From an optimization exercise on the open Yosys and OpenROAD flow, aimed at small area; shortcuts taken in it are not production practice.
RTL that was checked went through simulation tests only; none was proved equivalent to the original.
Function not checked in runs 4 and 5: the RTL went through the layout flow alone.
The clock port is modelled as an ideal driver; clocking choices that lean on that would not hold on a real chip.
Power figures rest on the tool's default switching activity, not on a simulated workload.

===== flow/config.mk =====
export PLATFORM = sky130hd
export DESIGN_NAME = sd_block_writer
export DESIGN_NICKNAME = sd_block_writer
export VERILOG_FILES = /design/flow/design.v
export SDC_FILE = /design/flow/constraint.sdc
export NUM_CORES = 4
export LEC_CHECK = 0
export CAP_MARGIN = 0
export CORE_MARGIN = 2
export CORE_UTILIZATION = 70
export SLEW_MARGIN = 0
export SYNTH_MEMORY_MAX_BITS = 8192

===== flow/standard.sh =====
#!/bin/bash
# synth_recipe.tcl (not shown) runs the flow's synth.tcl, then flattens the netlist and writes it again
# the make line also repeats each setting of config.mk as NAME=value (left out here)
make -C /OpenROAD-flow-scripts/flow DESIGN_CONFIG=/design/flow/config.mk WORK_HOME=/design/flow/orfs CLKGATE_MAP_FILE= SYNTH_SCRIPT=/design/flow/synth_recipe.tcl "${@:-finish}"

===== flow/constraint.sdc =====
create_clock -name core_clock -period 10.0 [get_ports {clk}]
set_input_delay 2.0000 -clock core_clock [delete_from_list [all_inputs] [get_ports {clk}]]
set_output_delay 2.0000 -clock core_clock [all_outputs]
set_load 0.01 [all_outputs]

===== flow/flow/run.sh =====
#!/bin/bash
# Standard layout, except the clock tree: flow/cts_tree.tcl builds it before ORFS's CTS step
# (by recursive bisection of the registers into compact groups, one buffer per group), and
# the port buffers are the smallest buffer, and TritonCTS, limited to the clock port's net, then finds nothing left to do.
set -euo pipefail
CT_LEAF_N=19 CT_SLEW=0.122 bash standard.sh "BUFFER_PORTS_ARGS=-buffer_cell sky130_fd_sc_hd__buf_1" "PRE_CTS_TCL=$PWD/flow/cts_tree.tcl" \
  "CTS_ARGS=-clk_nets clk -sink_clustering_enable -dont_use_dummy_load -buf_list sky130_fd_sc_hd__clkbuf_16" \
  finish > standard_flow.log 2>&1

===== flow/flow/cts_tree.tcl =====
# Clock tree built by recursive bisection: the clock sinks are split into compact groups of at most
# N sinks, each driven by one buffer at the group's centre; the buffers are grouped the same way,
# level by level, until one root buffer remains, which the clock port drives.
proc ct_bisect {items maxn} {
  set n [llength $items]
  if {$n <= $maxn} { return [list $items] }
  set xs [lsort -integer [lmap s $items {lindex $s 1}]]
  set ys [lsort -integer [lmap s $items {lindex $s 2}]]
  set k [expr {([lindex $xs end] - [lindex $xs 0]) >= ([lindex $ys end] - [lindex $ys 0]) ? 1 : 2}]
  set sorted [lsort -integer -index $k $items]
  set ng [expr {($n + $maxn - 1) / $maxn}]
  set nl [expr {(($ng / 2) * $n + $ng / 2) / $ng}]
  return [concat [ct_bisect [lrange $sorted 0 [expr {$nl-1}]] $maxn] [ct_bisect [lrange $sorted $nl end] $maxn]]
}
# items: {iterm x y}; drives each group from a new buffer; returns the buffers' inputs as items
proc ct_level {items bufname maxn lvl} {
  set block [ord::get_db_block]
  set master [[ord::get_db] findMaster $bufname]
  set out {}
  set i 0
  foreach g [ct_bisect $items $maxn] {
    set sx 0; set sy 0
    foreach s $g { incr sx [lindex $s 1]; incr sy [lindex $s 2] }
    set cx [expr {$sx / [llength $g]}]; set cy [expr {$sy / [llength $g]}]
    set inst [odb::dbInst_create $block $master "ctb_${lvl}_$i"]
    $inst setLocation [expr {$cx - [$master getWidth] / 2}] [expr {$cy - [$master getHeight] / 2}]
    $inst setPlacementStatus PLACED
    set net [odb::dbNet_create $block "ctn_${lvl}_$i"]
    $net setSigType CLOCK
    foreach s $g { set it [lindex $s 0]; $it disconnect; $it connect $net }
    [$inst findITerm X] connect $net
    lappend out [list [$inst findITerm A] $cx $cy]
    incr i
  }
  puts "clock tree level $lvl: [llength $items] loads, $i $bufname"
  return $out
}
proc ct_build {clkname leafbuf leafn treebuf treen} {
  set block [ord::get_db_block]
  set clk [$block findNet $clkname]
  set items {}
  foreach it [$clk getITerms] {
    set b [[$it getInst] getBBox]
    lappend items [list $it [expr {([$b xMin] + [$b xMax]) / 2}] [expr {([$b yMin] + [$b yMax]) / 2}]]
  }
  set items [ct_level $items $leafbuf $leafn 0]
  set lvl 1
  while {[llength $items] > 1} {
    set items [ct_level $items $treebuf $treen $lvl]
    incr lvl
  }
  set it [lindex $items 0 0]
  $it connect $clk
}
# Resize each leaf buffer of the tree to the smallest of sizes whose sinks' clock slew stays at or
# below target (ns), measured on the placement's estimated parasitics.
proc ct_leaf_slew {inst} {
  set m 0
  foreach it [[[$inst findITerm X] getNet] getITerms] {
    if {[$it getInst] eq $inst} continue
    set p [get_pins [[$it getInst] getName]/[[$it getMTerm] getName]]
    set s [get_property $p slew_max]
    if {$s > $m} { set m $s }
  }
  return $m
}
proc ct_fix_leaves {sizes target} {
  estimate_parasitics -placement
  set block [ord::get_db_block]
  set hist [dict create]
  foreach inst [$block getInsts] {
    if {![string match ctb_0_* [$inst getName]]} continue
    set chosen [lindex $sizes end]
    foreach sz $sizes {
      replace_cell [$inst getName] $sz
      if {[ct_leaf_slew $inst] <= $target} { set chosen $sz; break }
    }
    replace_cell [$inst getName] $chosen
    dict incr hist $chosen
  }
  puts "leaf sizes: $hist"
}

# Run as ORFS's PRE_CTS_TCL hook, on the placed design: build the tree, legalize, size the leaves.
# clock_tree_synthesis then finds the clock port driving a single buffer and leaves the tree alone.
set ct_leaf_n   [expr {[info exists ::env(CT_LEAF_N)] ? $::env(CT_LEAF_N) : 21}]
set ct_tree_n   [expr {[info exists ::env(CT_TREE_N)] ? $::env(CT_TREE_N) : 16}]
set ct_target   [expr {[info exists ::env(CT_SLEW)] ? $::env(CT_SLEW) : 0.115}]
ct_build clk sky130_fd_sc_hd__clkbuf_8 $ct_leaf_n sky130_fd_sc_hd__clkbuf_16 $ct_tree_n
set_propagated_clock [all_clocks]
detailed_placement
ct_fix_leaves {sky130_fd_sc_hd__clkbuf_8 sky130_fd_sc_hd__clkbuf_16} $ct_target

===== flow/design.v =====
module sd_block_writer #(
  parameter logic [31:0] START_ADR = 32'h0010_0000,
  parameter logic [31:0] STOP_ADR  = 32'h0010_4000,
  parameter logic [7:0]  PAD_BYTE  = 8'h80
) (
  input  logic        clk,
  input  logic        reset,
  input  logic        start,
  input  logic        flush,
  input  logic [7:0]  in_data,
  input  logic        in_valid,
  output logic        in_ready,
  input  logic        sd_ready,
  input  logic        sd_ready_for_next_byte,
  output logic        sd_wr,
  output logic [7:0]  sd_din,
  output logic [31:0] sd_adr,
  output logic        busy,
  output logic        done,
  output logic [15:0] blocks_written,
  output logic        overflow
);
  localparam int NBLK = (STOP_ADR - START_ADR + 32'd511) / 32'd512;
  localparam int KW   = (NBLK < 2)    ? 1  : (NBLK < 4)    ? 2  : (NBLK < 8)     ? 3  : (NBLK < 16)    ? 4  :
                        (NBLK < 32)   ? 5  : (NBLK < 64)   ? 6  : (NBLK < 128)   ? 7  : (NBLK < 256)   ? 8  :
                        (NBLK < 512)  ? 9  : (NBLK < 1024) ? 10 : (NBLK < 2048)  ? 11 : (NBLK < 4096)  ? 12 :
                        (NBLK < 8192) ? 13 : (NBLK < 16384) ? 14 : (NBLK < 32768) ? 15 : 16;
  localparam logic [3:0] S_IDLE       = 4'd0;
  localparam logic [3:0] S_FILL       = 4'd1;
  localparam logic [3:0] S_PAD        = 4'd2;
  localparam logic [3:0] S_WAIT_READY = 4'd3;
  localparam logic [3:0] S_ISSUE      = 4'd4;
  localparam logic [3:0] S_STREAM     = 4'd5;
  localparam logic [3:0] S_WAIT_DONE  = 4'd6;
  localparam logic [3:0] S_NEXT       = 4'd7;
  localparam logic [3:0] S_DONE       = 4'd8;
  logic [3:0]    r_state;
  logic [3:0]    w_state_nxt;
  logic [7:0]    r_buf [0:511];    
  logic [8:0]    r_cnt;            
  logic [7:0]    r_dout;
  logic [KW-1:0] r_blk;            
  logic          r_started;        
  logic          r_ovf;
  logic          r_flushed;
  logic          r_rfnb_prev;
  logic          w_accept;
  logic          w_edge;
  logic          w_shift;
  logic [7:0]    w_tail;
  logic          w_last;
  assign w_accept = (r_state == S_FILL) && in_valid;
  assign w_edge   = (r_state == S_STREAM) && sd_ready_for_next_byte && !r_rfnb_prev;
  assign w_last   = (r_cnt == 9'd511);
  always_comb begin
    w_state_nxt = r_state;
    in_ready    = 1'b0;
    sd_wr       = 1'b0;
    busy        = 1'b1;
    done        = 1'b0;
    w_shift     = 1'b0;
    w_tail      = in_data;
    case (r_state)
      S_IDLE: begin
        busy = 1'b0;
        if (start) w_state_nxt = S_FILL;
      end
      S_FILL: begin
        in_ready = 1'b1;
        w_shift  = in_valid;
        if (w_accept && w_last)       w_state_nxt = S_WAIT_READY;
        else if (flush) begin
          if (r_cnt == 9'd0 && !w_accept) w_state_nxt = S_DONE;
          else                            w_state_nxt = S_PAD;
        end
      end
      S_PAD: begin
        w_shift = 1'b1;
        w_tail  = PAD_BYTE;
        if (w_last) w_state_nxt = S_WAIT_READY;
      end
      S_WAIT_READY: begin
        if (sd_ready) w_state_nxt = S_ISSUE;
      end
      S_ISSUE: begin
        sd_wr = 1'b1;
        if (!sd_ready) w_state_nxt = S_STREAM;
      end
      S_STREAM: begin
        w_shift = w_edge;
        w_tail  = r_buf[511];
        if (w_edge && w_last) w_state_nxt = S_WAIT_DONE;
      end
      S_WAIT_DONE: begin
        if (sd_ready) w_state_nxt = S_NEXT;
      end
      S_NEXT: begin
        if (r_flushed || r_blk >= KW'(NBLK - 1)) w_state_nxt = S_DONE;
        else                                     w_state_nxt = S_FILL;
      end
      S_DONE: begin
        busy        = 1'b0;
        done        = 1'b1;
        w_state_nxt = S_IDLE;
      end
      default: begin
        busy        = 1'b0;
        w_state_nxt = S_IDLE;
      end
    endcase
  end
  always_ff @(posedge clk) begin
    if (w_shift) begin
      for (int i = 511; i > 0; i--) r_buf[i] <= r_buf[i-1];
      r_buf[0] <= w_tail;
    end
  end
  always_ff @(posedge clk) begin
    if (reset)
      r_dout <= 8'h00;
    else if (r_state == S_WAIT_READY || r_state == S_ISSUE)
      r_dout <= r_buf[511];
    else if (r_state == S_STREAM)
      r_dout <= w_edge ? r_buf[510] : r_buf[511];
  end
  always_ff @(posedge clk) begin
    if (reset) begin
      r_state     <= S_IDLE;
      r_cnt       <= 9'd0;
      r_blk       <= '0;
      r_started   <= 1'b0;
      r_ovf       <= 1'b0;
      r_flushed   <= 1'b0;
      r_rfnb_prev <= 1'b0;
    end else begin
      r_state     <= w_state_nxt;
      r_rfnb_prev <= sd_ready_for_next_byte;
      r_cnt       <= r_cnt + {8'd0, w_shift};
      if (busy && in_valid && !in_ready) r_ovf <= 1'b1;
      case (r_state)
        S_IDLE: begin
          if (start) begin
            r_started <= 1'b1;
            r_blk     <= '0;
            r_ovf     <= 1'b0;
            r_flushed <= 1'b0;
          end
        end
        S_FILL: begin
          if (flush && (w_accept || r_cnt != 9'd0)) r_flushed <= 1'b1;
        end
        S_NEXT:   r_blk <= r_blk + 1'b1;
        default: ;
      endcase
    end
  end
  assign sd_din         = r_dout;
  assign sd_adr         = (r_started ? START_ADR : 32'd0) + {r_blk, 9'd0};
  assign blocks_written = 16'(r_blk);
  assign overflow       = r_ovf;
endmodule

==> results of run 1 <==
==> layer usage <==
| layer | track usage (%) | vias to the layer above | part of all wire, % |
|---|---|---|---|
| li1 | - | 17820 | - |
| met1 | 26.4 | 20084 | 54 |
| met2 | 17.9 | 577 | 39 |
| met3 | 1.91 | 235 | 4.0 |
| met4 | 3.33 | 0 | 2.5 |
| met5 | 0 | - | 0 |
==> worst register-to-register path, stage by stage, from the launching register on <==
cell and delay [ns]:
dfxtp_1 0.77, nor4bb_4 0.87, nand2b_1 0.65, o31ai_4 0.52, buf_12 0.69, buf_12 1.16
==> flip-flops by register name (all words and copies together), names as in the netlist <==
signal	flops
r_buf	4096
r_rfnb_prev	1
r_flushed	1
r_cnt	9
r_dout	8
r_started	1
r_state	4
r_blk	6
r_ovf	1
==> placed cells by master, fill, tap and decap left out, types with 10 or more instances in the layout <==
cell type	netlist	layout
a211oi_1	10	10
buf_1	0	39
buf_12	0	18
buf_4	43	19
clkbuf_16	0	15
clkbuf_8	0	218
conb_1	1	35
dfxtp_1	31	31
edfxtp_1	4096	4096
mux2i_1	10	10
nand2_1	10	10
nand3_1	11	11
nor2_1	31	31
==> kinds of logic after synthesis <==
group                      synth area share, %
buffers and inverters                    0.338
AOI/OAI and AO/OA                        0.296
DFF                                       98.8
xor gates and xnor gates                0.0490
muxes                                   0.0980
other                                  0.00300
adders and majority gates               0.0300
and+or+nand+nor                          0.354
==> synthesized netlist by cell type, types with 2 or more instances <==
cell type / number / area share, %
clkbuf_1: 6 / 0.018
o22a_1: 7 / 0.049
nor2_1: 31 / 0.093
nor3_1: 5 / 0.020
buf_2: 8 / 0.032
mux2_2: 2 / 0.018
dfxtp_1: 31 / 0.50
o21a_1: 8 / 0.048
nor4_1: 3 / 0.015
buf_6: 2 / 0.018
and3_1: 3 / 0.015
o22ai_1: 2 / 0.010
nand3b_1: 2 / 0.012
mux2i_1: 10 / 0.080
a21oi_1: 6 / 0.024
edfxtp_1: 4096 / 98
o21ai_0: 3 / 0.012
nand2_1: 10 / 0.030
ha_1: 3 / 0.030
and2_1: 2 / 0.010
or3_1: 3 / 0.015
nor2b_1: 6 / 0.030
nand2b_1: 2 / 0.010
nand3_1: 11 / 0.044
inv_1: 4 / 0.012
a21o_1: 2 / 0.012
xor2_1: 6 / 0.042
a22oi_1: 2 / 0.012
buf_4: 43 / 0.26
nand4_1: 4 / 0.020
a211oi_1: 10 / 0.060
==> how the worst min path moves through the flow <==
stage                                  from                 endpoint  slack, ns  depth (start not counted)
floorplan            r_buf[99][0]$_DFFE_PP_  r_buf[100][0]$_DFFE_PP_       0.40                          0
CTS                 r_buf[450][6]$_DFFE_PP_  r_buf[451][6]$_DFFE_PP_       0.41                          0
global route        r_buf[380][5]$_DFFE_PP_  r_buf[381][5]$_DFFE_PP_       0.42                          0
global placement    r_buf[119][1]$_DFFE_PP_  r_buf[120][1]$_DFFE_PP_       0.40                          0
detailed placement  r_buf[107][0]$_DFFE_PP_  r_buf[108][0]$_DFFE_PP_       0.40                          0
finish              r_buf[450][6]$_DFFE_PP_  r_buf[451][6]$_DFFE_PP_       0.41                          0
==> area by class of cell <==
| cell class | instances | area (um2) | share of cell area, % |
|---|---|---|---|
| Multi-Input combinational cell | 194 | 1210 | 0.915 |
| Buffer | 233 | 3380 | 2.56 |
| Timing Repair Buffer | 77 | 654 | 0.496 |
| Inverter | 4 | 15.0 | 0.0114 |
| Sequential cell | 4127 | 124000 | 93.8 |
| Tap cell | 2355 | 2950 | 2.24 |
==> through the flow <==
stage	hold slack (ns)	setup slack, ns
global route	0.419	4.52
floorplan	0.400	-99.66
global placement	0.400	4.28
CTS	0.415	4.73
finish	0.415	4.86
detailed placement	0.405	4.21
==> power breakdown <==
| part | total [uW] | switching (uW) | internal, uW |
|---|---|---|---|
| clock | 6500 | 4270 | 2240 |
| sequential | 21600 | 158 | 21500 |
| combinational | 3080 | 2850 | 229 |
==> results_dict.tcl, run 1 <==
set metrics [dict create \
    final_max_slew_viol_count 0 \
    fin_crit_sh_pct 51.4 \
    vias 38716 \
    leakagePower_uw 0.0284 \
    r2r_end "r_buf[266][0]$_DFFE_PP_" \
    antenna_left 0 \
    holdBufCountCts 0 \
    min_period_ns 5.14 \
    syn_area_um2 125000 \
    dr.pass1.iters 8 \
    async_flop_share_pct 0 \
    p_per_area_nw_per_um2 237 \
    tightest_slew_ns 1.21 \
    antenna_found_initial 5 \
    path_depth 5 \
    ir_worst_vdd_mv 0.276 \
    r2r_cells 5 \
    drv_cap 0 \
    portBuffers 40 \
    finClkSkew_ns 0.0192 \
    fin_nets 4655 \
    synth.ff_latch_count 4127 \
    max_stage_delay_ns 0.89 \
    core_area_um2 178000 \
    hold_viol 0 \
    cts.repair.resized 0 \
    synth_area_per_cell_um2 28.8 \
    start_util_pct 70.3 \
    tns_ns 0 \
    ys.flop_type "edfxtp_1" \
    grtUsageTotal_pct 14.1 \
    synth_warnings 2 \
    die-area_um2 182000 \
    slew_headroom_pct 19.6 \
    placed_cells 6757 \
    rsz0062_at_grt "false" \
    nFillCells 9330 \
    critical_path.top_delay_family "buffers and inverters" \
    critPathLaunch "r_state[2]$_SDFFE_PP0P_" \
    worstPathArrival_ns 5.61 \
    end_kind "flop" \
    layout-drive-gt1-share_pct 6.02 \
    post_cts_buffers 0 \
    max_freq_ghz 0.194 \
    grt_pass1_wl_mm 202 \
    power.total_uw 31200 \
    critPathBufInv 2 \
    postRouteWirelength_mm 136 \
    reg2reg_slack_ns 4.86 \
    syn2layout_area_growth_pct 5.39 \
    final_util_pct 74.0 \
    cp_slowest_cell "buf_12" \
    overflow 0 \
    clk_pin_slew_ns 0.10 \
    place_congestion 0.711 \
    path_cells "nor4bb_4, nand2b_1, o31ai_4, buf_12, buf_12" \
    die_x_um 427 \
    drt_iter0_drc 3920 \
    placed_area_um2 128000 \
    antenna_cells 0 \
    via_per_inst 5.54 \
    num_io_pins 76 \
    crit_top_cell "buf_12" \
    die_h_um 427 \
    hold_class "flop to flop" \
    finalNonFillerCells 6990 \
    synth_edf_count 4096 \
    grt_max_degree 228 \
    grt_pass1_vias 35302 \
    path_class "flop to flop" \
    ys_seq_area_share_pct 98.8 \
    fp-row-count 155 \
    synthCells 4350 \
    route.detailed.drc 0 \
    outcome "timing/DRC/antenna clean" \
    wire_per_inst_um 19.4 \
    critical_path_required_ns 10.47 \
    yosysUniqueCellTypes 48 \
    dp_hpwl_mm 60.8 \
    clock_latency_ns 0.84 \
    path_max_fanout 227 \
    final_area_um2 132000 \
    crit-reg2reg-launch "r_state[2]$_SDFFE_PP0P_" \
    worstSetupStartpointType "flop" \
    setup_viol 0 \
    endpoint "r_buf[266][0]$_DFFE_PP_" \
]
==> inputs of run 2 (changes only) <==
==> flow/flow/run.sh (replaced) <==
#!/bin/bash
# Standard layout, except the clock tree: flow/cts_tree.tcl builds it before ORFS's CTS step
# (by recursive bisection of the registers into compact groups, one buffer per group), and
# the port buffers are the smallest buffer, and TritonCTS, limited to the clock port's net, then finds nothing left to do.
set -euo pipefail
CT_LEAF_N=21 CT_SLEW=0.122 bash standard.sh "BUFFER_PORTS_ARGS=-buffer_cell sky130_fd_sc_hd__buf_1" "PRE_CTS_TCL=$PWD/flow/cts_tree.tcl" \
  "CTS_ARGS=-clk_nets clk -sink_clustering_enable -dont_use_dummy_load -buf_list sky130_fd_sc_hd__clkbuf_16" \
  finish > standard_flow.log 2>&1
==> run 2 against run 1 <==
  * Still clean on timing, DRC and antenna
  * Synthesized cell count unchanged
  * Sequential power about the same
  * Die area unchanged
  * Clock skew up 0.011 ns
  * Sequential share of layout area up 0.22 points
  * Cell count down 0.31%
  * Largest power group unchanged
==> results_dict.tcl, run 2 <==
set metrics [dict create \
    clock_latency_ns 0.84 \
    start_util_pct 70.3 \
    use_met2_pct 18.0 \
    tightest_slew_ns 1.22 \
    final_common_cell "edfxtp_1" \
    finClkSkew_ns 0.0297 \
    min_period_ns 5.19 \
    synthTopCellsByArea "edfxtp_1 98%, dfxtp_1 0.50%, buf_4 0.26%, nor2_1 0.093%, mux2i_1 0.080%" \
    antenna_left 0 \
    synth_warnings 2 \
    final-seq-area_um2 124000 \
    use_met3_pct 1.88 \
    multi_input_area_um2 1210 \
    ys.flop_type "edfxtp_1" \
    synthCells 4350 \
    hold_viol 0 \
    setup_viol 0 \
    worstPathArrival_ns 5.64 \
    critical_path_required_ns 10.45 \
    worstSetupStartpointType "flop" \
    dr.pass1.iters 5 \
    crit_top_cell "buf_12" \
    holdBufCountCts 0 \
    leakagePower_uw 0.0282 \
    layout-drive-gt1-share_pct 5.57 \
    place_congestion 0.711 \
    grt_max_degree 228 \
    die_h_um 427 \
    fin_nets 4633 \
    path_max_fanout 227 \
    top_register "r_buf" \
    antenna_cells 0 \
    synth_top_area_share_pct 98.3 \
    p_per_area_nw_per_um2 235 \
    ys_seq_area_share_pct 98.8 \
    largestRegisters "r_buf x4096, r_cnt x9, r_dout x8" \
    cp_slowest_cell "nor4bb_4" \
    route.detailed.drc 0 \
    portBuffers 40 \
    cts.repair.resized 0 \
    fin_crit_sh_pct 51.9 \
    nFillCells 9338 \
    grt_pass1_vias 35227 \
    final_cell_mix "4096 x edfxtp_1, 196 x clkbuf_8, 39 x buf_1, 35 x conb_1" \
    ir_worst_vdd_mv 0.274 \
    dp_hpwl_mm 60.8 \
    clk_pin_slew_ns 0.11 \
    synth.ff_latch_count 4127 \
    post_cts_buffers 0 \
    synth_area_per_cell_um2 28.8 \
    timing.hold.ws_ns 0.411 \
    die_x_um 427 \
    syn_area_um2 125000 \
    slew_headroom_pct 18.4 \
    drt_iter0_drc 3535 \
    synth_top_cells_by_count "4096 x edfxtp_1, 43 x buf_4, 31 x dfxtp_1, 31 x nor2_1, 11 x nand3_1" \
    synth_edf_count 4096 \
    vias 38634 \
    final_max_slew_viol_count 0 \
    hold_class "flop to flop" \
    fp-row-count 155 \
    path_cells "nor4bb_4, nand2b_1, o31ai_4, buf_12, buf_12" \
    path_class "flop to flop" \
    antenna_found_initial 5 \
    syn2layout_area_growth_pct 5.14 \
    core_area_um2 178000 \
    max_freq_ghz 0.193 \
    via_per_inst 5.54 \
    die-area_um2 182000 \
    grt_pass1_wl_mm 201 \
    largest_reg_flops 4096 \
    yosysUniqueCellTypes 48 \
    max_stage_delay_ns 0.87 \
    gr-max-usage-layer "met1" \
    wire_per_inst_um 19.3 \
    rsz0062_at_grt "false" \
    postRouteWirelength_mm 135 \
    synth.largest_area_cell "edfxtp_1" \
    grtUsageTotal_pct 14.1 \
    num_io_pins 76 \
    outcome "timing/DRC/antenna clean" \
    use_met1_pct 26.2 \
    end_kind "flop" \
    overflow 0 \
    yosysMostFrequentCell "edfxtp_1" \
    async_flop_share_pct 0 \
    drv_cap 0 \
    tns_ns 0 \
]
## run 2: cell counts after synthesis
No cell type changed its count.
## run 2: logic make-up (layout without fill, tap and decap cells)
group / Yosys count / after routing / share of synthesized area [%]
multiplexers: 12 / 12 / 0.0980
adder cells (fa/ha/maj): 3 / 3 / 0.0300
buffers and inverters: 63 / 292 / 0.338
AND/OR/NAND/NOR: 88 / 88 / 0.354
AO/OA/AOI/OAI: 49 / 49 / 0.296
XOR/XNOR: 7 / 7 / 0.0490
other: 1 / 35 / 0.00300
flip-flops: 4127 / 4127 / 98.8
## run 2: per-stage QoR
stage | worst slack, ns | std cells | instance area, um2 | total power, uW | utilization [%]
after detailed placement | 4.21 | 6757 | 128000 | 25200 | 72.1
after global routing | 4.51 | 6968 | 132000 | 32300 | 73.9
after floorplan | -99.66 | 4384 | 125000 | 29100 | -
after CTS | 4.73 | 6968 | 132000 | 31400 | 73.9
after global placement | 4.28 | 6757 | 128000 | 25100 | 72.1
final | 4.81 | 6968 | 132000 | 31000 | 73.9
## run 2: path summary, 6_finish.rpt
path	slack (ns)	cells past startpoint	to	start
setup / recovery	4.81	5	r_buf[188][0]$_DFFE_PP_	r_state[2]$_SDFFE_PP0P_
hold / removal	0.41	0	r_buf[160][4]$_DFFE_PP_	r_buf[159][4]$_DFFE_PP_
setup reg to reg	4.81	5	r_buf[188][0]$_DFFE_PP_	r_state[2]$_SDFFE_PP0P_
hold reg to reg	0.41	0	r_buf[160][4]$_DFFE_PP_	r_buf[159][4]$_DFFE_PP_
## run 2: cell type report
class / instances / share of cell area (%)
Sequential cell: 4127 / 94.0
Buffer: 211 / 2.34
Tap cell: 2355 / 2.24
Multi-Input combinational cell: 194 / 0.917
Timing Repair Buffer: 77 / 0.498
Inverter: 4 / 0.0114
## run 2: worst max-delay path, delay by kind of cell, from the launching register on
kind	cells	cell delay (ns)
AND/OR/NAND/NOR	2	1.52
buffers and inverters	2	1.50
flip-flops	1	0.78
AO/OA/AOI/OAI	1	0.52
## run 2: layer usage
| metal | vias up | part of all wire [%] |
|---|---|---|
| met3 | 224 | 3.8 |
| met1 | 20101 | 54 |
| met4 | 0 | 2.4 |
| met5 | - | 0 |
| li1 | 17774 | - |
| met2 | 535 | 40 |
## run 2: power by group
part           total (uW)  switching, uW  leakage [uW]  internal, uW
registers           21600            158        0.0258         21500
clock network        6260           4210       0.00159          2050
logic                3080           2850      0.000812           229
total               31000           7220        0.0282         23800
==> inputs of run 3 (changes only) <==
==> flow/flow/run.sh (replaced) <==
#!/bin/bash
# Standard layout, except:
# - the clock tree: flow/cts_tree.tcl builds it before ORFS's CTS step (recursive bisection of the
#   registers into compact groups, one buffer per group, level by level), and TritonCTS, limited
#   to the clock port's net, then finds only the root buffer on it and leaves the tree alone;
# - the port buffers are the smallest buffer, buf_1.
set -euo pipefail
CT_LEAF_N=21 CT_SLEW=0.122 bash standard.sh \
  "BUFFER_PORTS_ARGS=-buffer_cell sky130_fd_sc_hd__buf_1" \
  "PRE_CTS_TCL=$PWD/flow/cts_tree.tcl" \
  "CTS_ARGS=-clk_nets clk -sink_clustering_enable -dont_use_dummy_load -buf_list sky130_fd_sc_hd__clkbuf_16" \
  finish > standard_flow.log 2>&1
==> run 3 against run 2 <==
  * Hold slack is the same
  * Utilization is the same
  * Via count is the same
  * First-iteration DRC count is the same
  * Final area is the same
  * Synthesized cell count is the same
  * Global-route usage is the same
  * Power is the same
  * Die area is the same
  * Synthesized area is the same
  * Largest cell class unchanged
==> results_dict.tcl, run 3 <==
set metrics [dict create \
    end_kind "flop" \
    overflow 0 \
    tightest_slew_ns 1.22 \
    r2r_cells 5 \
    hold_viol 0 \
    final-seq-area_um2 124000 \
    r2r_end "r_buf[188][0]$_DFFE_PP_" \
    yosysMostFrequentCell "edfxtp_1" \
    ys_seq_area_share_pct 98.8 \
    top_register "r_buf" \
    p_per_area_nw_per_um2 235 \
    worstSetupStartpointType "flop" \
    fp-row-count 155 \
    path_max_fanout 227 \
    wire_per_inst_um 19.3 \
    die_x_um 427 \
    clk_pin_slew_ns 0.11 \
    reg2reg_slack_ns 4.81 \
    multi_input_area_um2 1210 \
    worstPathArrival_ns 5.64 \
    critical_path_required_ns 10.45 \
    route.detailed.drc 0 \
    hold_start "r_buf[159][4]$_DFFE_PP_" \
    grtUsageTotal_pct 14.1 \
    critPathLaunch "r_state[2]$_SDFFE_PP0P_" \
    antenna_found_initial 5 \
    synthTopCellsByArea "edfxtp_1 98%, dfxtp_1 0.50%, buf_4 0.26%, nor2_1 0.093%, mux2i_1 0.080%" \
    hold_end "r_buf[160][4]$_DFFE_PP_" \
    final_area_um2 132000 \
    dp_hpwl_mm 60.8 \
    fin_crit_sh_pct 51.9 \
    start_util_pct 70.3 \
    use_met1_pct 26.2 \
    post_cts_buffers 0 \
    fin_nets 4633 \
    die-area_um2 182000 \
    die_h_um 427 \
    holdBufCountCts 0 \
    rsz0062_at_grt "false" \
    final_common_cell "edfxtp_1" \
    final_max_slew_viol_count 0 \
    synthCells 4350 \
    core_area_um2 178000 \
    gr-max-usage-layer "met1" \
    grt_pass1_vias 35227 \
    antenna_left 0 \
    cts.repair.resized 0 \
    dr.pass1.iters 5 \
    yosysUniqueCellTypes 48 \
    use_met2_pct 18.0 \
    slew_headroom_pct 18.4 \
    setup_viol 0 \
    grt_pass1_wl_mm 201 \
    syn2layout_area_growth_pct 5.14 \
    synth_warnings 2 \
    synth.largest_area_cell "edfxtp_1" \
    max_freq_ghz 0.193 \
    ir_worst_vdd_mv 0.274 \
    largest_reg_flops 4096 \
    synth_top_area_share_pct 98.3 \
    via_per_inst 5.54 \
    finClkSkew_ns 0.0297 \
    drt_iter0_drc 3535 \
    grt_max_degree 228 \
    layout-drive-gt1-share_pct 5.57 \
    placed_area_um2 128000 \
    min_period_ns 5.19 \
    vias 38634 \
    nFillCells 9338 \
    num_io_pins 76 \
    crit-reg2reg-launch "r_state[2]$_SDFFE_PP0P_" \
    leakagePower_uw 0.0282 \
    synth_area_per_cell_um2 28.8 \
    antenna_cells 0 \
    synth_edf_count 4096 \
    syn_area_um2 125000 \
    place_congestion 0.711 \
    clock_latency_ns 0.84 \
    final_cell_mix "4096 x edfxtp_1, 196 x clkbuf_8, 39 x buf_1, 35 x conb_1" \
    ys.flop_type "edfxtp_1" \
    hold_depth 0 \
    drv_cap 0 \
    portBuffers 40 \
    use_met3_pct 1.88 \
    hold_class "flop to flop" \
    async_flop_share_pct 0 \
    postRouteWirelength_mm 135 \
    synth.ff_latch_count 4127 \
    path_class "flop to flop" \
    tns_ns 0 \
    outcome "timing/DRC/antenna clean" \
    synth_top_cells_by_count "4096 x edfxtp_1, 43 x buf_4, 31 x dfxtp_1, 31 x nor2_1, 11 x nand3_1" \
    largestRegisters "r_buf x4096, r_cnt x9, r_dout x8" \
]
-- run 3: metrics by stage --
stage	total power (uW)	setup WS (ns)	hold WS [ns]	util, %	std cells
CTS	31400	4.73	0.409	73.9	6968
global placement	25100	4.28	0.400	72.1	6757
global route	32300	4.51	0.422	73.9	6968
detailed placement	25200	4.21	0.405	72.1	6757
finish	31000	4.81	0.411	73.9	6968
floorplan	29100	-99.66	0.400	-	4384
-- run 3: report_power, final --
part,switching (uW),internal [uW],total (uW)
Clock,4210,2050,6260
Sequential,158,21500,21600
Combinational,2850,229,3080
Total,7220,23800,31000
-- run 3: cell families (layout without fill, tap and decap cells) --
logic type                 count (synthesis)  count (layout)  synth area share, %
AOI/OAI and AO/OA                         49              49                0.296
xor gates and xnor gates                   7               7               0.0490
adders and majority gates                  3               3               0.0300
buffers and inverters                     63             292                0.338
DFF                                     4127            4127                 98.8
muxes                                     12              12               0.0980
other                                      1              35              0.00300
and+or+nand+nor                           88              88                0.354
-- run 3: worst max-delay path, stage by stage (launching register included) --
cell and delay [ns]:
dfxtp_1 0.78, nor4bb_4 0.87, nand2b_1 0.65, o31ai_4 0.52
buf_12 0.68, buf_12 0.82
-- run 3: area by class of cell --
| type | count | share of cell area, % |
|---|---|---|
| sequential | 4127 | 94.0 |
| inverter | 4 | 0.0114 |
| multi-input combinational | 194 | 0.917 |
| buffer | 211 | 2.34 |
| timing repair buffer | 77 | 0.498 |
| tap | 2355 | 2.24 |
-- run 3: worst max path at each step --
stage                               to  depth (start not counted)
2_1_floorplan      r_cnt[0]$_SDFF_PP0_                          4
3_3_place_gp   r_buf[468][2]$_DFFE_PP_                          5
3_5_place_dp   r_buf[469][2]$_DFFE_PP_                          5
4_1_cts        r_buf[429][2]$_DFFE_PP_                          5
5_1_grt        r_buf[429][2]$_DFFE_PP_                          5
6_report       r_buf[188][0]$_DFFE_PP_                          5
-- run 3: layer usage --
metal	up-vias	share of wire (%)
li1	17774	-
met4	0	2.4
met1	20101	54
met3	224	3.8
met5	-	0
met2	535	40
==> inputs of run 4 (changes only) <==
--- a/flow/design.v
+++ b/flow/design.v
@@ -50,7 +50,11 @@
   logic [7:0]    w_tail;
   logic          w_last;
+  logic          w_zero;
+  logic          w_first;
   assign w_accept = (r_state == S_FILL) && in_valid;
   assign w_edge   = (r_state == S_STREAM) && sd_ready_for_next_byte && !r_rfnb_prev;
   assign w_last   = (r_cnt == 9'd511);
+  assign w_zero   = (r_cnt == 9'd0);
+  assign w_first  = (r_state == S_WAIT_READY) && w_zero;
   always_comb begin
     w_state_nxt = r_state;
@@ -81,4 +85,6 @@
       end
       S_WAIT_READY: begin
+        w_shift = w_first;
+        w_tail  = r_buf[511];
         if (sd_ready) w_state_nxt = S_ISSUE;
       end
@@ -90,5 +96,5 @@
         w_shift = w_edge;
         w_tail  = r_buf[511];
-        if (w_edge && w_last) w_state_nxt = S_WAIT_DONE;
+        if (w_edge && w_zero) w_state_nxt = S_WAIT_DONE;
       end
       S_WAIT_DONE: begin
@@ -119,8 +125,6 @@
     if (reset)
       r_dout <= 8'h00;
-    else if (r_state == S_WAIT_READY || r_state == S_ISSUE)
+    else if (w_shift && (r_state == S_WAIT_READY || r_state == S_STREAM))
       r_dout <= r_buf[511];
-    else if (r_state == S_STREAM)
-      r_dout <= w_edge ? r_buf[510] : r_buf[511];
   end
   always_ff @(posedge clk) begin
@@ -136,5 +140,5 @@
       r_state     <= w_state_nxt;
       r_rfnb_prev <= sd_ready_for_next_byte;
-      r_cnt       <= r_cnt + {8'd0, w_shift};
+      r_cnt       <= r_cnt + {8'd0, w_shift && !(w_edge && w_zero)};
       if (busy && in_valid && !in_ready) r_ovf <= 1'b1;
       case (r_state)
--- a/flow/flow/run.sh
+++ b/flow/flow/run.sh
@@ -6,5 +6,5 @@
 # - the port buffers are the smallest buffer, buf_1.
 set -euo pipefail
-CT_LEAF_N=21 CT_SLEW=0.122 bash standard.sh \
+CT_LEAF_N=21 CT_TREE_N=24 CT_SLEW=0.122 bash standard.sh \
   "BUFFER_PORTS_ARGS=-buffer_cell sky130_fd_sc_hd__buf_1" \
   "PRE_CTS_TCL=$PWD/flow/cts_tree.tcl" \
==> run 4 against run 3 <==
  * Cell count grew 0.13%
  * Sequential share of layout area is essentially flat
  * Via count shrank 0.45%
  * Largest power group unchanged
==> results_dict.tcl, run 4 <==
set metrics [dict create \
    outcome "timing/DRC/antenna clean" \
    placed_cells 6768 \
    synth_edf_count 4096 \
    worstPathArrival_ns 5.03 \
    yosysMostFrequentCell "edfxtp_1" \
    final_cell_mix "4096 x edfxtp_1, 196 x clkbuf_8, 40 x buf_1, 37 x nor2_1, 36 x buf_4" \
    grt_pass1_wl_mm 197 \
    placed_area_um2 128000 \
    final_area_um2 131000 \
    path_class "primary input to flop" \
    place_congestion 0.736 \
    via_per_inst 5.51 \
    portBuffers 40 \
    leakagePower_uw 0.0412 \
    start_util_pct 70.2 \
    path_cells "buf_1, or2b_1, nor2_1, a21oi_1, buf_4, nand2_8, buf_12, buf_12" \
    hold_start "r_buf[8][0]$_DFFE_PP_" \
    hold_end "r_buf[9][0]$_DFFE_PP_" \
    synth_warnings 2 \
    drt_iter0_drc 3676 \
    cp_slowest_cell "buf_12" \
    finalNonFillerCells 6977 \
    ir_worst_vdd_mv 0.433 \
    largest_reg_flops 4096 \
    grtUsageTotal_pct 13.7 \
    synth.ff_latch_count 4127 \
    max_stage_delay_ns 0.75 \
    rsz0062_at_grt "false" \
    worstSetupStartpointType "primary input" \
    tightest_slew_ns 1.09 \
    synth_top_area_share_pct 98.4 \
    crit_top_cell "buf_12" \
    drv_cap 0 \
    synthTopCellsByArea "edfxtp_1 98%, dfxtp_1 0.50%, buf_4 0.25%, nor2_1 0.11%, mux2i_1 0.064%" \
    fin_nets 4641 \
    final_common_cell "edfxtp_1" \
    setup_viol 0 \
    synth_top_cells_by_count "4096 x edfxtp_1, 42 x buf_4, 37 x nor2_1" \
    die_x_um 427 \
    yosysUniqueCellTypes 49 \
    post_cts_buffers 0 \
    grt_max_degree 213 \
    grt_pass1_vias 34782 \
    die_h_um 427 \
    postRouteWirelength_mm 131 \
    max_freq_ghz 0.217 \
    top_register "r_buf" \
    antenna_found_initial 2 \
    r2r_end "r_buf[240][6]$_DFFE_PP_" \
    critical_path_required_ns 10.43 \
    hold_depth 0 \
    syn_area_um2 125000 \
    holdBufCountCts 0 \
    finClkSkew_ns 0.0429 \
    dp_hpwl_mm 60.0 \
    dr.pass1.iters 5 \
    slew_headroom_pct 27.4 \
    tns_ns 0 \
    clk_pin_slew_ns 0.11 \
    path_max_fanout 209 \
    final_max_slew_viol_count 0 \
    largestRegisters "r_buf x4096, r_cnt x9, r_dout x8" \
    fp-row-count 155 \
    end_kind "flop" \
    overflow 0 \
    fin_crit_sh_pct 46.0 \
    vias 38459 \
    layout-drive-gt1-share_pct 5.97 \
    synth.largest_area_cell "edfxtp_1" \
    hold_class "flop to flop" \
    power.total_uw 46200 \
    min_period_ns 4.60 \
    ys_seq_area_share_pct 98.9 \
    crit-reg2reg-launch "r_state[2]$_SDFFE_PP0P_" \
    antenna_left 0 \
    die-area_um2 182000 \
    r2r_cells 7 \
    syn2layout_area_growth_pct 5.16 \
    reg2reg_slack_ns 5.54 \
    clock_latency_ns 0.83 \
    core_area_um2 178000 \
    synthCells 4336 \
    synth_area_per_cell_um2 28.8 \
    wire_per_inst_um 18.8 \
    hold_viol 0 \
    cts.repair.resized 0 \
    p_per_area_nw_per_um2 351 \
    num_io_pins 76 \
    async_flop_share_pct 0 \
    ys.flop_type "edfxtp_1" \
    route.detailed.drc 0 \
]
[run 4: worst max-delay path by stage]
stage	start	to	slack (ns)	cells after the start
3_3_place_gp	sd_ready_for_next_byte	r_buf[273][3]$_DFFE_PP_	4.62	8
5_1_grt	sd_ready_for_next_byte	r_buf[274][3]$_DFFE_PP_	5.24	8
3_5_place_dp	sd_ready_for_next_byte	r_buf[184][3]$_DFFE_PP_	4.60	8
6_report	sd_ready_for_next_byte	r_buf[240][6]$_DFFE_PP_	5.40	8
2_1_floorplan	sd_ready_for_next_byte	r_buf[0][0]$_DFFE_PP_	-9.19	5
4_1_cts	r_state[0]$_SDFFE_PP0P_	in_ready	5.53	3
[run 4: routing by layer]
metal,GRT usage [%],up-vias,routed length [um]
met5,0,-,0
met4,2.96,0,2990
met3,1.77,201,5140
met2,16.8,509,50800
met1,26.4,19981,72500
li1,-,17768,-
[run 4: cells by family (layout without fill, tap and decap cells)]
logic type	Yosys count	after routing	synth area share (%)
XOR/XNOR	9	9	0.0630
AND/OR/NAND/NOR	99	99	0.429
buffers and inverters	57	308	0.341
other	1	36	0.00300
multiplexers	8	8	0.0640
AO/OA/AOI/OAI	32	32	0.197
adder cells (fa/ha/maj)	3	3	0.0300
flip-flops	4127	4127	98.9
[run 4: area by class of cell]
type	instances	area, um2
multi-input cells	186	1130
plain buffers	207	2970
well taps	2355	2950
fillers	9342	46500
diodes	1	2.50
repair buffers	95	796
inverters	6	22.5
flip-flops and latches	4127	124000
[run 4: critical path, delay by kind of cell]
kind | cells | cell delay (ns)
and+or+nand+nor | 3 | 1.07
buffers and inverters | 4 | 1.50
AOI/OAI and AO/OA | 1 | 0.06
[run 4: metrics by stage]
stage | utilization (%) | hold WS, ns | setup WS [ns]
after floorplan | - | 0.400 | -9.19
after global placement | 72.2 | 0.400 | 4.62
after detailed placement | 72.2 | 0.405 | 4.60
after CTS | 73.8 | 0.392 | 5.53
after global routing | 73.9 | 0.401 | 5.24
final | 73.9 | 0.405 | 5.40
[run 4: where the power goes]
group	internal [uW]	switching, uW	leakage, uW
sequential	32300	2460	0.0387
combinational	454	4860	0.000960
clock	1960	4170	0.00154
total	34700	11500	0.0412
==> inputs of run 5 (changes only) <==
--- a/flow/config.mk
+++ b/flow/config.mk
@@ -8,5 +8,5 @@
 export CAP_MARGIN = 0
 export CORE_MARGIN = 2
-export CORE_UTILIZATION = 70
+export CORE_UTILIZATION = 74
 export SLEW_MARGIN = 0
 export SYNTH_MEMORY_MAX_BITS = 8192
==> run 5 against run 4 <==
  * Final area shrank 0.22%
  * Setup slack better by 0.057 ns
  * Power down 0.16%
  * Register-to-register slack gained 0.08 ns
  * Utilization rose by 4.5 points
  * Sequential share of layout area grew 0.20 points
  * Synthesized cell count unchanged
  * Synthesized area did not move
  * Still clean on timing, DRC and antenna
  * Sequential cell count unchanged
  * Hold slack worse by 0.0071 ns
  * Largest cell class unchanged
  * First-iteration DRC count is 0.11% higher
  * Largest power group unchanged
  * Critical endpoint is now r_buf[43][1]$_DFFE_PP_
  * Via count fell by 0.27%
==> results_dict.tcl, run 5 <==
set metrics [dict create \
    outcome "timing/DRC/antenna clean" \
    finClkSkew_ns 0.0319 \
    synth.largest_area_cell "edfxtp_1" \
    setup_viol 0 \
    gr-max-usage-layer "met1" \
    yosysMostFrequentCell "edfxtp_1" \
    synth_area_per_cell_um2 28.8 \
    path_max_fanout 225 \
    p_per_area_nw_per_um2 351 \
    pre_cts_slack_ns 4.59 \
    fin_crit_sh_pct 45.4 \
    power.total_uw 46100 \
    cts.repair.resized 0 \
    synthCells 4336 \
    fp-row-count 150 \
    path_class "primary input to flop" \
    dp_hpwl_mm 59.1 \
    reg2reg_slack_ns 5.62 \
    via_per_inst 5.63 \
    syn2layout_area_growth_pct 4.94 \
    synth_edf_count 4096 \
    critical_path_required_ns 10.42 \
    final_max_slew_viol_count 0 \
    postRouteWirelength_mm 130 \
    hold_depth 0 \
    use_met2_pct 18.4 \
    leakagePower_uw 0.0411 \
    grtUsageTotal_pct 14.4 \
    use_met3_pct 1.77 \
    holdBufCountCts 0 \
    ir_worst_vdd_mv 0.475 \
    timing.hold.ws_ns 0.398 \
    portBuffers 40 \
    min_period_ns 4.54 \
    grt_pass1_vias 34371 \
    synth.ff_latch_count 4127 \
    hold_viol 0 \
    fin_nets 4626 \
    clock_latency_ns 0.82 \
    endpoint "r_buf[43][1]$_DFFE_PP_" \
    top_register "r_buf" \
    die-area_um2 172000 \
    nFillCells 7874 \
    setup_ws_ns 5.46 \
    rsz0062_at_grt "false" \
    yosysUniqueCellTypes 49 \
    hold_class "flop to flop" \
    tightest_slew_ns 1.18 \
    r2r_cells 7 \
    ys_seq_area_share_pct 98.9 \
    wire_per_inst_um 19.1 \
    max_freq_ghz 0.220 \
    syn_area_um2 125000 \
    core_area_um2 167000 \
    clk_pin_slew_ns 0.12 \
    vias 38356 \
    crit-reg2reg-launch "r_state[2]$_SDFFE_PP0P_" \
    die_x_um 415 \
    antenna_found_initial 2 \
    worstPathArrival_ns 4.97 \
    r2r_end "r_buf[43][1]$_DFFE_PP_" \
    num_io_pins 76 \
    end_kind "flop" \
    final_common_cell "edfxtp_1" \
    post_cts_buffers 0 \
    async_flop_share_pct 0 \
    synth_top_area_share_pct 98.4 \
    slew_headroom_pct 21.4 \
    grt_pass1_wl_mm 196 \
    synth_warnings 2 \
    hold_start "r_buf[66][2]$_DFFE_PP_" \
    use_met1_pct 27.3 \
    antenna_left 0 \
    final_cell_mix "4096 x edfxtp_1, 196 x clkbuf_8, 39 x buf_1, 37 x nor2_1, 35 x conb_1" \
    tns_ns 0 \
    start_util_pct 74.7 \
    die_h_um 415 \
    synthTopCellsByArea "edfxtp_1 98%, dfxtp_1 0.50%, buf_4 0.25%, nor2_1 0.11%, mux2i_1 0.064%" \
    dr.pass1.iters 6 \
    ys.flop_type "edfxtp_1" \
    worstSetupStartpointType "primary input" \
    synth_top_cells_by_count "4096 x edfxtp_1, 42 x buf_4, 37 x nor2_1" \
    drt_iter0_drc 3680 \
    grt_max_degree 226 \
    route.detailed.drc 0 \
    layout-drive-gt1-share_pct 5.69 \
    critPathLaunch "sd_ready_for_next_byte" \
    overflow 0 \
    drv_cap 0 \
    largestRegisters "r_buf x4096, r_cnt x9, r_dout x8" \
    largest_reg_flops 4096 \
    place_congestion 0.745 \
]
[run 5: cell counts after synthesis]
Identical to the previous run, type by type.
[run 5: critical path: stages]
cell	delay, ns
buf_1	0.08
or2b_1	0.29
nor2_1	0.10
a21oi_1	0.05
buf_4	0.22
nand2_8	0.67
buf_12	0.43
buf_12	0.75
[run 5: cells by family after synthesis]
kind of cell,synth area share [%]
AO/OA/AOI/OAI,0.197
XOR/XNOR,0.0630
other,0.00300
buffers and inverters,0.341
AND/OR/NAND/NOR,0.429
adder cells (fa/ha/maj),0.0300
multiplexers,0.0640
flip-flops,98.9
[run 5: where the power goes]
part,switching [uW],internal [uW],total (uW)
Clock,4130,1960,6090
Sequential,2470,32300,34800
Combinational,4810,411,5220
Total,11400,34700,46100
[run 5: worst min path at each step]
stage,to,slack [ns]
after floorplan,r_buf[100][0]$_DFFE_PP_,0.40
after global placement,r_buf[411][0]$_DFFE_PP_,0.40
after detailed placement,r_buf[101][5]$_DFFE_PP_,0.40
after CTS,r_buf[391][5]$_DFFE_PP_,0.41
after global routing,r_buf[511][2]$_DFFE_PP_,0.41
final,r_buf[67][2]$_DFFE_PP_,0.40
[run 5: per-stage QoR]
| step | utilization, % | area, um2 | std cells |
|---|---|---|---|
| final | 78.4 | 131000 | 6811 |
| after global routing | 78.4 | 131000 | 6810 |
| after CTS | 78.4 | 131000 | 6810 |
| after detailed placement | 76.6 | 128000 | 6603 |
| after global placement | 76.6 | 128000 | 6603 |
| after floorplan | - | 125000 | 4370 |
[run 5: area by class of cell]
cell class | count | area, um2 | area share [%]
Buffer | 207 | 2970 | 2.27
Antenna cell | 1 | 2.50 | 0.00191
Tap cell | 2204 | 2760 | 2.10
Multi-Input combinational cell | 186 | 1130 | 0.859
Sequential cell | 4127 | 124000 | 94.2
Timing Repair Buffer | 80 | 702 | 0.535
Inverter | 6 | 22.5 | 0.0172
[run 5: routing by layer]
| layer | share of wire [%] | vias to the layer above |
|---|---|---|
| li1 | - | 17730 |
| met4 | 2.2 | 0 |
| met5 | 0 | - |
| met1 | 54 | 19863 |
| met3 | 4.0 | 207 |
| met2 | 40 | 556 |
==> inputs of run 6 (changes only) <==
--- a/flow/design.v
+++ b/flow/design.v
@@ -116,9 +116,19 @@
     endcase
   end
+  logic [4095:0] w_buf_q;
+  logic [4095:0] w_buf_in;
+  logic [4095:0] w_buf_d;
+  logic          w_keep;
+  assign w_keep = !w_shift;
+  always_comb begin
+    for (int i = 0; i < 512; i++) w_buf_q[8*i +: 8] = r_buf[i];
+    w_buf_in[7:0] = w_tail;
+    for (int i = 1; i < 512; i++) w_buf_in[8*i +: 8] = r_buf[i-1];
+  end
+  sd_block_writer_pick #(.W(4096)) u_pick (
+    .a(w_buf_in), .sel_a(w_shift), .b(w_buf_q), .sel_b(w_keep), .y(w_buf_d)
+  );
   always_ff @(posedge clk) begin
-    if (w_shift) begin
-      for (int i = 511; i > 0; i--) r_buf[i] <= r_buf[i-1];
-      r_buf[0] <= w_tail;
-    end
+    for (int i = 0; i < 512; i++) r_buf[i] <= w_buf_d[8*i +: 8];
   end
   always_ff @(posedge clk) begin
@@ -164,2 +174,13 @@
   assign overflow       = r_ovf;
 endmodule
+module sd_block_writer_pick #(
+  parameter int W = 8
+) (
+  input  logic [W-1:0] a,
+  input  logic         sel_a,
+  input  logic [W-1:0] b,
+  input  logic         sel_b,
+  output logic [W-1:0] y
+);
+  assign y = (a & {W{sel_a}}) | (b & {W{sel_b}});
+endmodule
--- a/flow/config.mk
+++ b/flow/config.mk
@@ -10,3 +10,4 @@
 export CORE_UTILIZATION = 74
 export SLEW_MARGIN = 0
+export SYNTH_HIERARCHICAL = 1
 export SYNTH_MEMORY_MAX_BITS = 8192
==> run 6 against run 5 <==
  * Still clean
  * Critical path depth up 2
  * Synthesized cell count up 120%
  * Combinational power up 21%
  * Fmax down 10%
==> results_dict.tcl, run 6 <==
set metrics [dict create \
    final_cell_mix "4127 x dfxtp_1, 4103 x a22o_1, 194 x clkbuf_8, 39 x buf_1, 35 x conb_1" \
    synth_compound_area_share_pct 28.1 \
    critical_path_required_ns 10.74 \
    rsz0062_at_grt "false" \
    grt_pass1_wl_mm 306 \
    final_common_cell "dfxtp_1" \
    clk_pin_slew_ns 0.11 \
    p_clk_share_pct 21.5 \
    ys_seq_area_share_pct 64.2 \
    yosysMostFrequentCell "dfxtp_1" \
    largestRegisters "r_buf x4096, r_cnt x9, r_dout x8" \
    syn_area_um2 129000 \
    synthCells 9344 \
    final_area_um2 126000 \
    grt_pass1_vias 65822 \
    hold_viol 0 \
    dp_hpwl_mm 91.2 \
    postRouteWirelength_mm 177 \
    post_cts_buffers 0 \
    top_register "r_buf" \
    synth_top_cells_by_count "4127 x dfxtp_1, 4103 x a22o_1, 679 x buf_6" \
    overflow 0 \
    antenna_found_initial 0 \
    largest_reg_flops 4096 \
    leakagePower_uw 0.0489 \
    finClkSkew_ns 0.0262 \
    p_seq_share_pct 57.0 \
    grtUsageTotal_pct 18.7 \
    worstSetupStartpointType "primary input" \
    end_kind "flop" \
    vias 68749 \
    num_io_pins 76 \
    tightest_slew_ns 1.18 \
    pre_cts_slack_ns 4.10 \
    drt_iter0_drc 5075 \
    portBuffers 40 \
    synthMuxAreaShare_pct 0.0797 \
    p_sw_uw 9970 \
    yosysUniqueCellTypes 41 \
    die_x_um 421 \
    slew_headroom_pct 21.1 \
    power.total_uw 29400 \
    grt_max_degree 281 \
    synthTopCellsByArea "dfxtp_1 64%, a22o_1 28%, buf_6 5.9%, buf_2 0.89%, buf_4 0.29%" \
    tns_ns 0 \
    p_per_area_nw_per_um2 233 \
    outcome "timing/DRC/antenna clean" \
    layout-drive-gt1-share_pct 3.13 \
    ir_worst_vdd_mv 0.378 \
    p_int_uw 19400 \
    via_per_inst 6.23 \
    synth_area_per_cell_um2 13.8 \
    core_area_um2 173000 \
    clock_latency_ns 0.81 \
    synth.largest_area_cell "dfxtp_1" \
    swShare_pct 33.9 \
    timing.hold.ws_ns 0.450 \
    fin_nets 8736 \
    start_util_pct 74.3 \
    setup_viol 0 \
    drv_cap 0 \
    die_h_um 421 \
    path_class "primary input to flop" \
    setup_ws_ns 4.93 \
    synth-xor-area-share_pct 0.0477 \
    ys.flop_type "dfxtp_1" \
    synth.ff_latch_count 4127 \
    max_freq_ghz 0.197 \
    worstPathArrival_ns 5.81 \
    yosys.area_share.adder_pct 0.0292 \
    placed_area_um2 123000 \
    dr.pass1.iters 5 \
    wire_per_inst_um 16.0 \
    synth-simple-area-share_pct 0.409 \
    synth_top_family_by_area "compound AO/OA/AOI/OAI gates" \
    route.detailed.drc 0 \
    min_period_ns 5.07 \
    place_congestion 0.746 \
    cts.repair.resized 0 \
    fp-row-count 153 \
    syn2layout_area_growth_pct -1.70 \
    async_flop_share_pct 0 \
    antenna_left 0 \
    holdBufCountCts 0 \
    hold_class "flop to flop" \
    final_max_slew_viol_count 0 \
    synth_top_area_share_pct 64.2 \
    die-area_um2 177000 \
    path_max_fanout 193 \
    nFillCells 11619 \
    antenna_cells 0 \
    synth_warnings 8 \
    fin_crit_sh_pct 50.7 \
    synth_edf_count 0 \
    combPwrFrac_pct 21.5 \
]
## run 6: changes by cell type in the layout (fill, tap and decap cells not counted), moves of 3 or more
cell	delta
nor3b_1	+3
edfxtp_1	-4096
dfxtp_1	+4096
and2b_2	-3
o21ai_0	+4
nor2_1	-3
nor2b_1	+4
xor2_1	-4
nor3_1	+5
a22o_1	+4096
buf_12	+11
nand3_1	+3
## run 6: power groups by stage
stage / clock, uW / sequential [uW] / combinational [uW]
2_1_floorplan: 0 / 17100 / 8460
3_3_place_gp: 0 / 17100 / 6200
3_5_place_dp: 0 / 17100 / 6360
4_1_cts: 6580 / 16800 / 6380
5_1_grt: 7140 / 16800 / 7030
6_report: 6320 / 16800 / 6320
## run 6: cell type report
cell class,instances,area (um2),share of cell area (%)
buffer,207,3000,2.37
timing repair buffer,93,937,0.741
tap,2325,2910,2.30
multi-input combinational,4284,37000,29.2
inverter,5,26.3,0.0208
sequential,4127,82600,65.3
## run 6: logic make-up (layout without fill, tap and decap cells)
kind of cell | after synthesis | after routing
adder cells (fa/ha/maj) | 3 | 3
AND/OR/NAND/NOR | 100 | 100
AO/OA/AOI/OAI | 4129 | 4129
other | 1 | 35
multiplexers | 10 | 10
buffers and inverters | 967 | 305
XOR/XNOR | 7 | 7
flip-flops | 4127 | 4127
## run 6: worst max-delay path, stage by stage
cell     delay, ns
buf_1         0.08
nor2b_1       0.15
nand2_1       0.09
a21oi_2       0.05
buf_4         0.23
a21oi_4       0.25
buf_12        0.63
buf_4         0.93
buf_4         0.96
a22o_1        0.26
## run 6: path summary, 6_finish.rpt
path,to,startpoint,slack [ns],cells past startpoint
worst max-delay path,r_buf[281][5]$_DFF_P_,sd_ready_for_next_byte,4.93,10
worst min-delay path,r_started$_SDFFE_PP0P_,r_started$_SDFFE_PP0P_,0.45,2
worst max register to register,r_buf[281][5]$_DFF_P_,r_state[2]$_SDFFE_PP0P_,5.38,9
worst min register to register,r_started$_SDFFE_PP0P_,r_started$_SDFFE_PP0P_,0.45,2
## run 6: metal layers
| layer | wire (um) | up-vias | track usage, % | share of wire [%] |
|---|---|---|---|---|
| met5 | 0 | - | 0 | 0 |
| met4 | 3810 | 0 | 3.97 | 2.2 |
| met3 | 3860 | 226 | 1.69 | 2.2 |
| met2 | 77500 | 460 | 30.6 | 44 |
| met1 | 91700 | 33673 | 27.1 | 52 |
| li1 | - | 34390 | - | - |
## run 6: per-stage QoR
step,std cells,utilization (%)
3_3_place_gp,10834,71.3
6_report,11041,73.0
3_5_place_dp,10834,71.3
4_1_cts,11041,73.0
2_1_floorplan,9378,-
5_1_grt,11041,73.0
==> inputs of run 7 (changes only) <==
--- a/flow/config.mk
+++ b/flow/config.mk
@@ -9,4 +9,5 @@
 export CORE_MARGIN = 2
 export CORE_UTILIZATION = 74
+export PLACE_DENSITY = 0.88
 export SLEW_MARGIN = 0
 export SYNTH_HIERARCHICAL = 1
==> run 7 against run 6 <==
  * Still clean on timing, DRC and antenna
  * Power decreased by 0.13%
  * Synthesized cell count did not move
  * Setup slack got worse by 0.72 ns
  * Hold slack improved by 0.0045 ns
  * Cell count about the same
  * Critical path depth unchanged
  * Utilization about the same
  * Clock power about the same
  * Synthesized area unchanged
  * Largest cell class unchanged
==> results_dict.tcl, run 7 <==
set metrics [dict create \
    outcome "timing/DRC/antenna clean" \
    hold_viol 0 \
    final_common_cell "dfxtp_1" \
    portBuffers 40 \
    place_congestion 0.745 \
    max_freq_ghz 0.173 \
    top_register "r_buf" \
    synth.largest_area_cell "dfxtp_1" \
    synthTopCellsByArea "dfxtp_1 64%, a22o_1 28%, buf_6 5.9%, buf_2 0.89%, buf_4 0.29%" \
    ir_worst_vdd_mv 0.809 \
    grt_pass1_vias 65945 \
    endpoint "r_buf[338][6]$_DFF_P_" \
    layout-drive-gt1-share_pct 3.14 \
    tightest_slew_ns 1.20 \
    grt_pass1_wl_mm 312 \
    fin_nets 8739 \
    largest_reg_flops 4096 \
    hold_class "flop to flop" \
    post_cts_buffers 0 \
    crit-reg2reg-launch "r_state[2]$_SDFFE_PP0P_" \
    fin_crit_sh_pct 57.9 \
    die_x_um 421 \
    final_util_pct 73.0 \
    leakagePower_uw 0.0489 \
    synth_top_area_share_pct 64.2 \
    num_io_pins 76 \
    end_kind "flop" \
    path_class "primary input to flop" \
    reg2reg_slack_ns 4.66 \
    start_util_pct 74.3 \
    clock_latency_ns 0.83 \
    grt_max_degree 279 \
    critical_path_required_ns 10.76 \
    antenna_found_initial 1 \
    synth_edf_count 0 \
    cts.repair.resized 0 \
    drv_cap 0 \
    via_per_inst 6.27 \
    ys_seq_area_share_pct 64.2 \
    syn_area_um2 129000 \
    drt_iter0_drc 5097 \
    overflow 0 \
    synth_top_cells_by_count "4127 x dfxtp_1, 4103 x a22o_1, 679 x buf_6" \
    rsz0062_at_grt "false" \
    worstPathArrival_ns 6.55 \
    dr.pass1.iters 5 \
    critPathLaunch "sd_ready_for_next_byte" \
    path_max_fanout 241 \
    final_max_slew_viol_count 0 \
    slew_headroom_pct 19.8 \
    antenna_left 0 \
    hold_depth 2 \
    final_cell_mix "4127 x dfxtp_1, 4103 x a22o_1, 195 x clkbuf_8, 40 x buf_1, 35 x conb_1" \
    setup_viol 0 \
    use_met2_pct 31.2 \
    synth.ff_latch_count 4127 \
    async_flop_share_pct 0 \
    syn2layout_area_growth_pct -1.72 \
    grtUsageTotal_pct 19.1 \
    p_per_area_nw_per_um2 232 \
    core_area_um2 173000 \
    route.detailed.drc 0 \
    postRouteWirelength_mm 183 \
    placed_cells 10837 \
    die-area_um2 177000 \
    use_met1_pct 28.1 \
    r2r_end "r_buf[338][6]$_DFF_P_" \
    gr-max-usage-layer "met2" \
    tns_ns 0 \
    synth_warnings 8 \
    wire_per_inst_um 16.6 \
    holdBufCountCts 0 \
    min_period_ns 5.79 \
    dp_hpwl_mm 97.4 \
    largestRegisters "r_buf x4096, r_cnt x9, r_dout x8" \
    fp-row-count 153 \
    finClkSkew_ns 0.0324 \
    yosysMostFrequentCell "dfxtp_1" \
    die_h_um 421 \
    worstSetupStartpointType "primary input" \
    yosysUniqueCellTypes 41 \
    ys.flop_type "dfxtp_1" \
    synth_area_per_cell_um2 13.8 \
    r2r_cells 9 \
    clk_pin_slew_ns 0.11 \
    synthCells 9344 \
    vias 69288 \
    use_met3_pct 1.80 \
    finalNonFillerCells 11045 \
]
## run 7: cell counts after synthesis
No cell type changed its count.
## run 7: where the power goes
part	total (uW)	internal, uW	switching (uW)
clock network	6320	1970	4350
registers	16800	16600	133
logic	6280	813	5470
total	29400	19400	9950
## run 7: stage by stage
| stage | cell area [um2] | setup slack, ns | hold slack, ns | total power, uW |
|---|---|---|---|---|
| 3_5_place_dp | 123000 | 3.48 | 0.443 | 23400 |
| 5_1_grt | 126000 | 3.98 | 0.480 | 30900 |
| 4_1_cts | 126000 | 4.39 | 0.456 | 29600 |
| 2_1_floorplan | 129000 | 6.34 | 0.426 | 25600 |
| 3_3_place_gp | 123000 | 3.67 | 0.432 | 23200 |
| 6_report | 126000 | 4.21 | 0.455 | 29400 |
## run 7: area by class of cell
| type | count | area, um2 |
|---|---|---|
| multi-input combinational | 4284 | 37000 |
| timing repair buffer | 96 | 921 |
| inverter | 5 | 26.3 |
| tap | 2325 | 2910 |
| sequential | 4127 | 82600 |
| antenna | 1 | 2.50 |
| buffer | 207 | 2980 |
| fill | 10931 | 46800 |
## run 7: worst min path at each step
stage                      startpoint                     end  slack, ns
5_1_grt        r_started$_SDFFE_PP0P_  r_started$_SDFFE_PP0P_       0.48
2_1_floorplan  r_started$_SDFFE_PP0P_  r_started$_SDFFE_PP0P_       0.43
6_report       r_started$_SDFFE_PP0P_  r_started$_SDFFE_PP0P_       0.45
3_3_place_gp   r_started$_SDFFE_PP0P_  r_started$_SDFFE_PP0P_       0.43
3_5_place_dp   r_started$_SDFFE_PP0P_  r_started$_SDFFE_PP0P_       0.44
4_1_cts        r_started$_SDFFE_PP0P_  r_started$_SDFFE_PP0P_       0.46
## run 7: metal layers
layer	share of wire [%]	wire, um
met1	50	91400
met2	46	84000
met3	2.3	4170
met4	1.8	3340
met5	0	0
## run 7: worst max-delay path, cell delays in order
cell and delay [ns]:
buf_1 0.08, nor2b_1 0.15, nand2_1 0.08, a21oi_1 0.33, a21oi_4 0.22, buf_4 0.50, buf_4 0.86, buf_12 0.61
buf_4 1.01, a22o_1 0.27
## run 7: kinds of logic (layout without fill, tap and decap cells)
family | after synthesis | in the layout | synth area share [%]
buffers and inverters | 967 | 308 | 7.15
XOR/XNOR | 7 | 7 | 0.0477
adder cells (fa/ha/maj) | 3 | 3 | 0.0292
AO/OA/AOI/OAI | 4129 | 4129 | 28.1
AND/OR/NAND/NOR | 100 | 100 | 0.409
flip-flops | 4127 | 4127 | 64.2
other | 1 | 36 | 0.00291
multiplexers | 10 | 10 | 0.0797

## static timing again, ports no longer ideal
Ports are ideal in the flow. The routed layouts listed here were re-timed in OpenROAD. Step 1 sets driving cells, clkbuf_16 on the clock port and buf_2 on the other inputs (assumed; they add their load-dependent delay and slew). Step 2 moves the port delays by t, midway between the first and last clock arrival at a register: inputs arrive t later, outputs are due t later. That takes back most of the time a late clock gives input paths. Three values: ideal, step 1, step 2; two values: the first two.
run | t (ns) | slack for setup (ns) | worst setup path at the end | worst register clock-pin slew, ns | pins driven straight from the clock port
run 1 | 0.920 | 4.857 / 4.857 / 4.248 | input to register | 0.11 / 0.11 | 1
run 2 | 0.905 | 4.813 / 4.813 / 4.222 | input to register | 0.12 / 0.12 | 1
run 3 | 0.905 | 4.813 / 4.813 / 4.222 | input to register | 0.12 / 0.12 | 1
run 4 | 0.892 | 5.398 / 5.451 / 4.559 | input to register | 0.12 / 0.12 | 1
run 5 | 0.891 | 5.456 / 5.517 / 4.627 | input to register | 0.12 / 0.12 | 1
run 6 | 0.883 | 4.930 / 4.990 / 4.106 | input to register | 0.12 / 0.12 | 1
run 7 | 0.890 | 4.211 / 4.267 / 3.377 | input to register | 0.13 / 0.13 | 1
After both steps setup and hold are still met in every run listed. For run 4, which loses most, drivers alone change the setup slack by +0.053 ns; drivers and shift together by -0.839 ns.
